This is an optimization exercise on Yosys and OpenROAD, whose aim is small area, a short achievable clock period and few clock cycles per item, not a production implementation.
At most, simulation tests tie the RTL to the original design; equivalence was not proved.
No functional check of the RTL was part of run 2.

==> flow/design.v (outline; a module is shown in full before it is edited, if it fits) <==
// module idc_controller: 30 lines
// module idc_datapath: 1658 lines
// module idc_fa: 10 lines
// module idc_gp: 8 lines
// module inclusive_day_count_between_dates: 44 lines
module inclusive_day_count_between_dates #(
	parameter int unsigned MAX_YEAR = 9999
) (
	input  logic        clk,
	input  logic        arst_n,
	input  logic        dates_valid,
	output logic        dates_ready,
	input  logic [4:0]  dates_start_day,
	input  logic [3:0]  dates_start_month,
	input  logic [13:0] dates_start_year,
	input  logic [4:0]  dates_end_day,
	input  logic [3:0]  dates_end_month,
	input  logic [13:0] dates_end_year,
	output logic        result_valid,
	input  logic        result_ready,
	output logic [21:0] result_day_count,
	output logic        result_order_error
);
  // ...
==> flow/flow/run.sh <==
#!/bin/bash
# The standard layout (the standard.sh, unchanged synthesis), with the
# port buffers made from the smallest buffer cell instead of the default
# choice; the resizer still upsizes them where timing needs it. ORFS writes
# each step's full log under orfs/logs; make's own output goes to
# standard.log.
set -uo pipefail
bash standard.sh "BUFFER_PORTS_ARGS=-buffer_cell sky130_fd_sc_hd__buf_1" SETUP_SLACK_MARGIN=5.4 finish > standard.log 2>&1
==> flow/standard.sh <==
#!/bin/bash
# synth_recipe.tcl (not shown) runs the flow's synth.tcl, then flattens the netlist and writes it again
# the make line also repeats each setting of config.mk as NAME=value (left out here)
make -C /OpenROAD-flow-scripts/flow DESIGN_CONFIG=/design/flow/config.mk WORK_HOME=/design/flow/orfs CLKGATE_MAP_FILE= SYNTH_SCRIPT=/design/flow/synth_recipe.tcl "${@:-finish}"
==> flow/config.mk <==
export PLATFORM = sky130hd
export DESIGN_NAME = inclusive_day_count_between_dates
export DESIGN_NICKNAME = inclusive_day_count_between_dates
export VERILOG_FILES = /design/flow/design.v
export SDC_FILE = /design/flow/constraint.sdc
export NUM_CORES = 4
export LEC_CHECK = 0
export CAP_MARGIN = 20
export CORE_MARGIN = 2
export CORE_UTILIZATION = 40
export CTS_BUF_LIST = sky130_fd_sc_hd__clkbuf_8
export SETUP_SLACK_MARGIN = 5
export SLEW_MARGIN = 20
export SYNTH_HIERARCHICAL = 1
==> flow/constraint.sdc <==
create_clock -name core_clock -period 10.0 [get_ports {clk}]
set_input_delay 2.0000 -clock core_clock [delete_from_list [all_inputs] [get_ports {clk}]]
set_output_delay 2.0000 -clock core_clock [all_outputs]
set_load 0.01 [all_outputs]
==> impl_metrics.env, run 1 <==
export IMPL_status="timing/DRC/antenna clean"
export IMPL_synth_compound_area_share_pct=12.2
export IMPL_synthAdderAreaFrac_pct=44.6
export IMPL_yosysWarnings=8
export IMPL_root_buffer="clkbuf_8"
export IMPL_fin_util_pct=47.6
export IMPL_register_area_um2=2030
export IMPL_start_kind="register"
export IMPL_die_w_um=157
export IMPL_worst_slew_pin_slew_ns=0.843
export IMPL_cts_resized=73
export IMPL_crit_path_end_kind="register"
export IMPL_finalSetupTns_ns=0
export IMPL_ys_top_cells_by_area="fa_1 (27%), edfxtp_1 (21%), ha_1 (17%), a21o_1 (9.4%), xor2_1 (5.1%)"
export IMPL_grt_pass1_wl_um=33300
export IMPL_design_seq_count=68
export IMPL_netlist_area_um2=9390
export IMPL_slowest_delay_ns=0.53
export IMPL_nNetsFinal=1245
export IMPL_std_cell_rows=56
export IMPL_synthArstFlopShare_pct=2.94
export IMPL_taps=319
export IMPL_setup_ws_ns=5.14
export IMPL_slew_violations=0
export IMPL_worstSkewPairLatency_ns=0.37
export IMPL_grtUsageMet2_pct=28.4
export IMPL_syn_inst=816
export IMPL_start_util_pct=40.4
export IMPL_use_met3_pct=2.40
export IMPL_cp_max_fo=6
export IMPL_cp_depth=19
export IMPL_wl_met1_um=9690
export IMPL_final_hold_violation_count=0
Testbench counts, summed over its fixed seeds: cycles 3,216, items 3,200.
==> run 2: changes to the inputs <==
--- a/flow/design.v
+++ b/flow/design.v
@@ -817,57 +817,19 @@
 	assign d_v_72 = d_v_17 ^ d_v_44;
 	assign d_v_73 = d_v_19 ^ d_v_58;
 	assign d_v_74 = d_v_21 ^ d_v_50;
 	assign d_v_75 = d_v_23 ^ d_v_60;
 	assign d_v_76 = 1'b1 ^ d_v_46;
 	logic [12:0] da;
 	assign da = {d_v_76, d_v_75, d_v_74, d_v_73, d_v_72, d_v_71, d_v_70, d_v_69, d_v_68, d_v_67, d_v_66, d_v_65, d_v_64};
 	logic [8:0] te_t;
-	always_comb begin
-		case (e_month)
-			4'd0: te_t = 9'd0;
-			4'd1: te_t = 9'd0;
-			4'd2: te_t = 9'd31;
-			4'd3: te_t = 9'd59;
-			4'd4: te_t = 9'd90;
-			4'd5: te_t = 9'd120;
-			4'd6: te_t = 9'd151;
-			4'd7: te_t = 9'd181;
-			4'd8: te_t = 9'd212;
-			4'd9: te_t = 9'd243;
-			4'd10: te_t = 9'd273;
-			4'd11: te_t = 9'd304;
-			4'd12: te_t = 9'd334;
-			4'd13: te_t = 9'd365;
-			4'd14: te_t = 9'd365;
-			4'd15: te_t = 9'd365;
-		endcase
-	end
+	idc_tab_te u_te_t (.sel(e_month), .val(te_t));
 	logic [8:0] ts_t;
-	always_comb begin
-		case (s_month)
-			4'd0: ts_t = 9'd365;
-			4'd1: ts_t = 9'd365;
-			4'd2: ts_t = 9'd334;
-			4'd3: ts_t = 9'd306;
-			4'd4: ts_t = 9'd275;
-			4'd5: ts_t = 9'd245;
-			4'd6: ts_t = 9'd214;
-			4'd7: ts_t = 9'd184;
-			4'd8: ts_t = 9'd153;
-			4'd9: ts_t = 9'd122;
-			4'd10: ts_t = 9'd92;
-			4'd11: ts_t = 9'd61;
-			4'd12: ts_t = 9'd31;
-			4'd13: ts_t = 9'd0;
-			4'd14: ts_t = 9'd0;
-			4'd15: ts_t = 9'd0;
-		endcase
-	end
+	idc_tab_ts u_ts_t (.sel(s_month), .val(ts_t));
 	logic [4:0] sdn;
 	assign sdn = ~s_day;
 	logic w_v_1;
 	logic w_v_2;
 	logic w_v_3;
 	logic w_v_4;
 	logic w_v_5;
 	logic w_v_6;
@@ -1039,36 +1001,17 @@
 			sl_q  <= s_lp;
 			eln_q <= ~e_lp;
 			v_q   <= v;
 			sb_q  <= s_b;
 			eb_q  <= e_b;
 		end
 	end
 	logic [12:0] yb_t;
-	always_comb begin
-		case ({eb_q, sb_q})
-			4'd0: yb_t = 13'd3604;
-			4'd1: yb_t = 13'd3239;
-			4'd2: yb_t = 13'd2874;
-			4'd3: yb_t = 13'd2509;
-			4'd4: yb_t = 13'd3969;
-			4'd5: yb_t = 13'd3604;
-			4'd6: yb_t = 13'd3239;
-			4'd7: yb_t = 13'd2874;
-			4'd8: yb_t = 13'd4334;
-			4'd9: yb_t = 13'd3969;
-			4'd10: yb_t = 13'd3604;
-			4'd11: yb_t = 13'd3239;
-			4'd12: yb_t = 13'd4699;
-			4'd13: yb_t = 13'd4334;
-			4'd14: yb_t = 13'd3969;
-			4'd15: yb_t = 13'd3604;
-		endcase
-	end
+	idc_tab_yb u_yb_t (.sel({eb_q, sb_q}), .val(yb_t));
 	logic t_1;
 	logic t_2;
 	logic t_3;
 	logic t_4;
 	logic t_5;
 	logic t_6;
 	logic t_7;
 	logic t_8;
@@ -1701,16 +1644,91 @@
 	always_ff @(posedge clk) begin
 		if (en2) begin
 			r_q <= r_d;
 		end
 	end
 	assign day_count   = r_q[22] ? 22'd0 : r_q[21:0];
 	assign order_error = r_q[22] || (r_q == 23'd0);
 endmodule
+module idc_tab_te (
+	input  logic [3:0] sel,
+	output logic [8:0] val
+);
+	always_comb begin
+		case (sel)
+			4'd0: val = 9'd0;
+			4'd1: val = 9'd0;
+			4'd2: val = 9'd31;
+			4'd3: val = 9'd59;
+			4'd4: val = 9'd90;
+			4'd5: val = 9'd120;
+			4'd6: val = 9'd151;
+			4'd7: val = 9'd181;
+			4'd8: val = 9'd212;
+			4'd9: val = 9'd243;
+			4'd10: val = 9'd273;
+			4'd11: val = 9'd304;
+			4'd12: val = 9'd334;
+			4'd13: val = 9'd365;
+			4'd14: val = 9'd365;
+			4'd15: val = 9'd365;
+		endcase
+	end
+endmodule
+module idc_tab_ts (
+	input  logic [3:0] sel,
+	output logic [8:0] val
+);
+	always_comb begin
+		case (sel)
+			4'd0: val = 9'd365;
+			4'd1: val = 9'd365;
+			4'd2: val = 9'd334;
+			4'd3: val = 9'd306;
+			4'd4: val = 9'd275;
+			4'd5: val = 9'd245;
+			4'd6: val = 9'd214;
+			4'd7: val = 9'd184;
+			4'd8: val = 9'd153;
+			4'd9: val = 9'd122;
+			4'd10: val = 9'd92;
+			4'd11: val = 9'd61;
+			4'd12: val = 9'd31;
+			4'd13: val = 9'd0;
+			4'd14: val = 9'd0;
+			4'd15: val = 9'd0;
+		endcase
+	end
+endmodule
+module idc_tab_yb (
+	input  logic [3:0] sel,
+	output logic [12:0] val
+);
+	always_comb begin
+		case (sel)
+			4'd0: val = 13'd3604;
+			4'd1: val = 13'd3239;
+			4'd2: val = 13'd2874;
+			4'd3: val = 13'd2509;
+			4'd4: val = 13'd3969;
+			4'd5: val = 13'd3604;
+			4'd6: val = 13'd3239;
+			4'd7: val = 13'd2874;
+			4'd8: val = 13'd4334;
+			4'd9: val = 13'd3969;
+			4'd10: val = 13'd3604;
+			4'd11: val = 13'd3239;
+			4'd12: val = 13'd4699;
+			4'd13: val = 13'd4334;
+			4'd14: val = 13'd3969;
+			4'd15: val = 13'd3604;
+		endcase
+	end
+endmodule
 module idc_fa (
 	input  logic a,
 	input  logic b,
 	input  logic c,
 	output logic s,
 	output logic co
 );
 	assign s  = a ^ b ^ c;
==> flow/flow/run.sh (replaced) <==
#!/bin/bash
# The standard layout (the standard.sh, unchanged synthesis), with the
# port buffers made from the smallest buffer cell instead of the default
# choice; the resizer still upsizes them where timing needs it. ORFS writes
# each step's full log under orfs/logs; make's own output goes to
# standard.log.
set -uo pipefail
bash standard.sh "BUFFER_PORTS_ARGS=-buffer_cell sky130_fd_sc_hd__buf_1" finish > standard.log 2>&1
==> run 2 against run 1 <==
Still clean on timing, DRC and antenna. Register-to-register slack lost 0.09 ns. Fmax fell by 1.9%. Final cell count decreased by 1.9%. Synthesized cell count did not move. Sequential share of layout area grew 0.55 points. Wire length down 4.9%. Flip-flop and latch count stayed put. Critical path type unchanged. Critical endpoint is now u_dp.r_q[22]. Highest routed layer unchanged.
==> impl_metrics.env, run 2 <==
export IMPL_yosysTopAreaCell="fa_1"
export IMPL_holdPathStages=1
export IMPL_wirelength_um=19500
export IMPL_ios=75
export IMPL_top_regs="u_dp.r_q x23, u_dp.da_q x13, u_dp.v_q x10"
export IMPL_finClkSkew_ns=0.0102
export IMPL_hold_start="u_ctrl.v1_q"
export IMPL_avgViaCountPerCell=4.86
export IMPL_placed_cell_area_um2=10200
export IMPL_rsz0062_at_grt="true"
export IMPL_syn_inst=816
export IMPL_regMostFlops="u_dp.r_q"
export IMPL_cts_tree="done"
export IMPL_grt_overflow_total=0
export IMPL_drt_initial_drc_count=292
export IMPL_clk_path_buf_depth=2
export IMPL_fmax_mhz=202
export IMPL_largest_register_ffs=23
export IMPL_period_share_pct=49.5
export IMPL_crit_top_cell="a21o_1"
export IMPL_cts_sinks=68
export IMPL_r2r_cells=17
export IMPL_layout_drive_gt1_share_pct=10.7
export IMPL_drv_cap=0
export IMPL_gp_congestion=0.806
export IMPL_final_hold_violation_count=0
export IMPL_die_w_um=159
export IMPL_antenna_found_initial=0
export IMPL_crit_chain="inv_2, ha_4, a21o_1, a21oi_2, fa_1, fa_2, fa_1, fa_1, ha_4, a21o_1, a21o_1, a21o_1, a21o_1, a21o_1, a21o_1, xnor2_1, xnor2_1"
export IMPL_ys_seq_area_share_pct=21.3
export IMPL_routedWlPerCell_um=15.8
export IMPL_grt_pass1_vias=6203
export IMPL_finalSetupTns_ns=0
export IMPL_layout_common_cells="ha_1 (126), fa_1 (126), a21o_1 (117)"
export IMPL_core_area_um2=23500
export IMPL_area_growth_pct=12.4
export IMPL_yosysWarnings=11
export IMPL_crit_path_end_kind="register"
export IMPL_route_detailed_drc=0
export IMPL_worst_endpoint_arrival_ns=5.04
export IMPL_setup_ws_ns=5.05
export IMPL_placedCellCount=1196
export IMPL_synth_common_cells="ha_1 (135), fa_1 (128), a21o_1 (118)"
export IMPL_first_pass_iters=4
export IMPL_critPathKind="register to register"
export IMPL_slowest_delay_ns=0.61
export IMPL_grt_max_degree=45
export IMPL_die_height_um=159
export IMPL_worstSkewPairLatency_ns=0.36
export IMPL_register_area_um2=2030
export IMPL_critPathBufInv=1
export IMPL_rrSetupSlack_ns=5.05
export IMPL_antenna_left=0
export IMPL_cts_buffers=9
export IMPL_fin_cells=1237
export IMPL_synth_edff_count=66
export IMPL_dieArea_um2=25100
export IMPL_r2r_end="u_dp.r_q[22]"
export IMPL_path_clk_slew_ns=0.07
export IMPL_std_cell_rows=56
export IMPL_worst_slew_pin_slew_ns=0.842
export IMPL_synth_top_area_share_pct=26.8
export IMPL_antenna_diode_count=0
export IMPL_root_buffer="clkbuf_8"
export IMPL_htreeDepth=3
export IMPL_status="timing/DRC/antenna clean"
export IMPL_grt_pass1_wl_um=32100
export IMPL_slew_headroom_pct=43.8
export IMPL_start_util_pct=40.7
export IMPL_synth_area_per_cell_um2=11.7
export IMPL_worstPathRequired_ns=10.09
export IMPL_fillers=2218
export IMPL_dp_final_hpwl_um=16300
export IMPL_post_place_ws_ns=4.35
export IMPL_hold_end="u_ctrl.v2_q"
export IMPL_vias=6018
export IMPL_start_kind="register"
export IMPL_cp_top_family="adder cells"
export IMPL_r2r_start="u_dp.sb_q[1]"
export IMPL_ys_ff_latch=68
export IMPL_multiInputGateArea_um2=7380
export IMPL_portBuffers=74
export IMPL_netlist_area_um2=9550
export IMPL_track_usage_pct=16.5
export IMPL_synth_cell_types=54
export IMPL_fin_crit_ns=4.95
export IMPL_synth_fp_nets=1129
export IMPL_ys_top_cells_by_area="fa_1 (27%), edfxtp_1 (21%), ha_1 (18%), a21o_1 (9.3%), xor2_1 (4.9%)"
export IMPL_synth_main_ff_cell="edfxtp_1"
export IMPL_cp_max_fo=6
export IMPL_final_cell_area_um2=10700
export IMPL_nNetsFinal=1226
export IMPL_hold_class="register to register"
export IMPL_synthArstFlopShare_pct=2.94
export IMPL_synth_most_common_cell="ha_1"
export IMPL_startpoint="u_dp.sb_q[1]"
export IMPL_setup_viol=0
export IMPL_fin_util_pct=45.8
export IMPL_slew_violations=0
export IMPL_crit_slowest_cell="fa_1"
run 2: cell types whose count changed in the layout (fill, tap and decap cells not counted), sizes merged, moves of 3 or more:
cell    delta
a21oi      +4
mux2i      +5
nor2b      -3
buf       -23
or2        +3
o21ai     -11
nand2      -9
ha         +5
inv        +3
nor4       -5
nand2b     -6
nand4      -3
a211oi     +4
run 2: worst reg2reg max path, delay by kind of cell (launching register included):
kind                       cells  cell delay, ns
adders and majority gates      6            2.33
AOI/OAI and AO/OA              8            1.44
DFF                            1            0.48
xor gates and xnor gates       2            0.28
buffers and inverters          1            0.14
run 2: routing by layer:
metal  global-route usage [%]  vias up  share of wire, %
li1                         -     3037                 -
met1                     24.0     2855                49
met2                     26.1      109                46
met3                     2.69       17               3.3
met4                     3.52        0               1.4
met5                        0        -                 0
run 2: what timing repair did:
| action | in CTS | in global routing |
|---|---|---|
| hold endpoints to repair | 0 | 0 |
| hold buffers | 0 | 0 |
| endpoints found under the setup margin | 18 | 13 |
| buffers inserted | 13 | 12 |
| resized for setup | 20 | 38 |
| pin swaps | 4 | 27 |
run 2: worst max path at each step:
stage	to	slack [ns]	cells after the start
after floorplan	u_dp.v_q[7]	4.95	11
after global placement	u_dp.v_q[7]	4.43	12
after detailed placement	u_dp.v_q[7]	4.35	12
after CTS	u_dp.r_q[22]	4.99	17
after global routing	u_dp.r_q[22]	4.87	17
final	u_dp.r_q[22]	5.05	17
run 2: area by class of cell:
cell class	count	share of cell area, %
clock buffers	9	1.15
clock inverters	7	0.513
inverters	57	2.02
multi-input cells	676	68.7
flip-flops and latches	68	18.9
well taps	319	3.72
repair buffers	101	5.02
run 2: cell families after synthesis:
group                    Yosys count  share of synthesized area, %
adder cells (fa/ha/maj)          263                          44.5
AND/OR/NAND/NOR                  166                          9.89
AO/OA/AOI/OAI                    161                          12.4
buffers and inverters             72                          3.37
XOR/XNOR                          70                          6.42
flip-flops                        68                          21.3
multiplexers                      16                          2.15
run 2: modules after synthesis (local to each module, per instance), a selection:
module | flip-flops and latches | cells | times used
idc_datapath | 66 | 446 | 1
idc_tab_yb | 0 | 51 | 1
idc_tab_te | 0 | 34 | 1
idc_tab_ts | 0 | 33 | 1
idc_controller | 2 | 8 | 1
idc_fa | 0 | 1 | 128
idc_gp | 0 | 1 | 116
run 2: stage by stage:
stage	hold WS (ns)
floorplan	0.478
global placement	0.498
detailed placement	0.501
CTS	0.516
global route	0.558
finish	0.516

afterwards: timing with drivers on the ports:
No port has a modelled driver above. Below, the same layouts with a new extraction and two added sets of constraints. Step 1: set_driving_cell puts a clkbuf_16 on clk and a buf_2 on each other input, an assumption about the parent block. Step 2 also shifts input and output timing later by t, the mid clock arrival at the registers, as if the neighbouring blocks saw the same clock. Three values: ideal, step 1, step 2; two values: the first two.
run | t, ns | setup slack, ns | clock arrival spread, ns | cell pins on the clock port's net
run 1 | 0.394 | 5.145 / 5.145 / 4.778 | 0.016 / 0.016 | 1
run 2 | 0.388 | 5.050 / 5.050 / 4.674 | 0.010 / 0.010 | 1
After both steps every run listed still meets setup and hold. The setup slack of run 2, which loses most, moves by 0.000 ns with the drivers and by -0.376 ns with both steps.
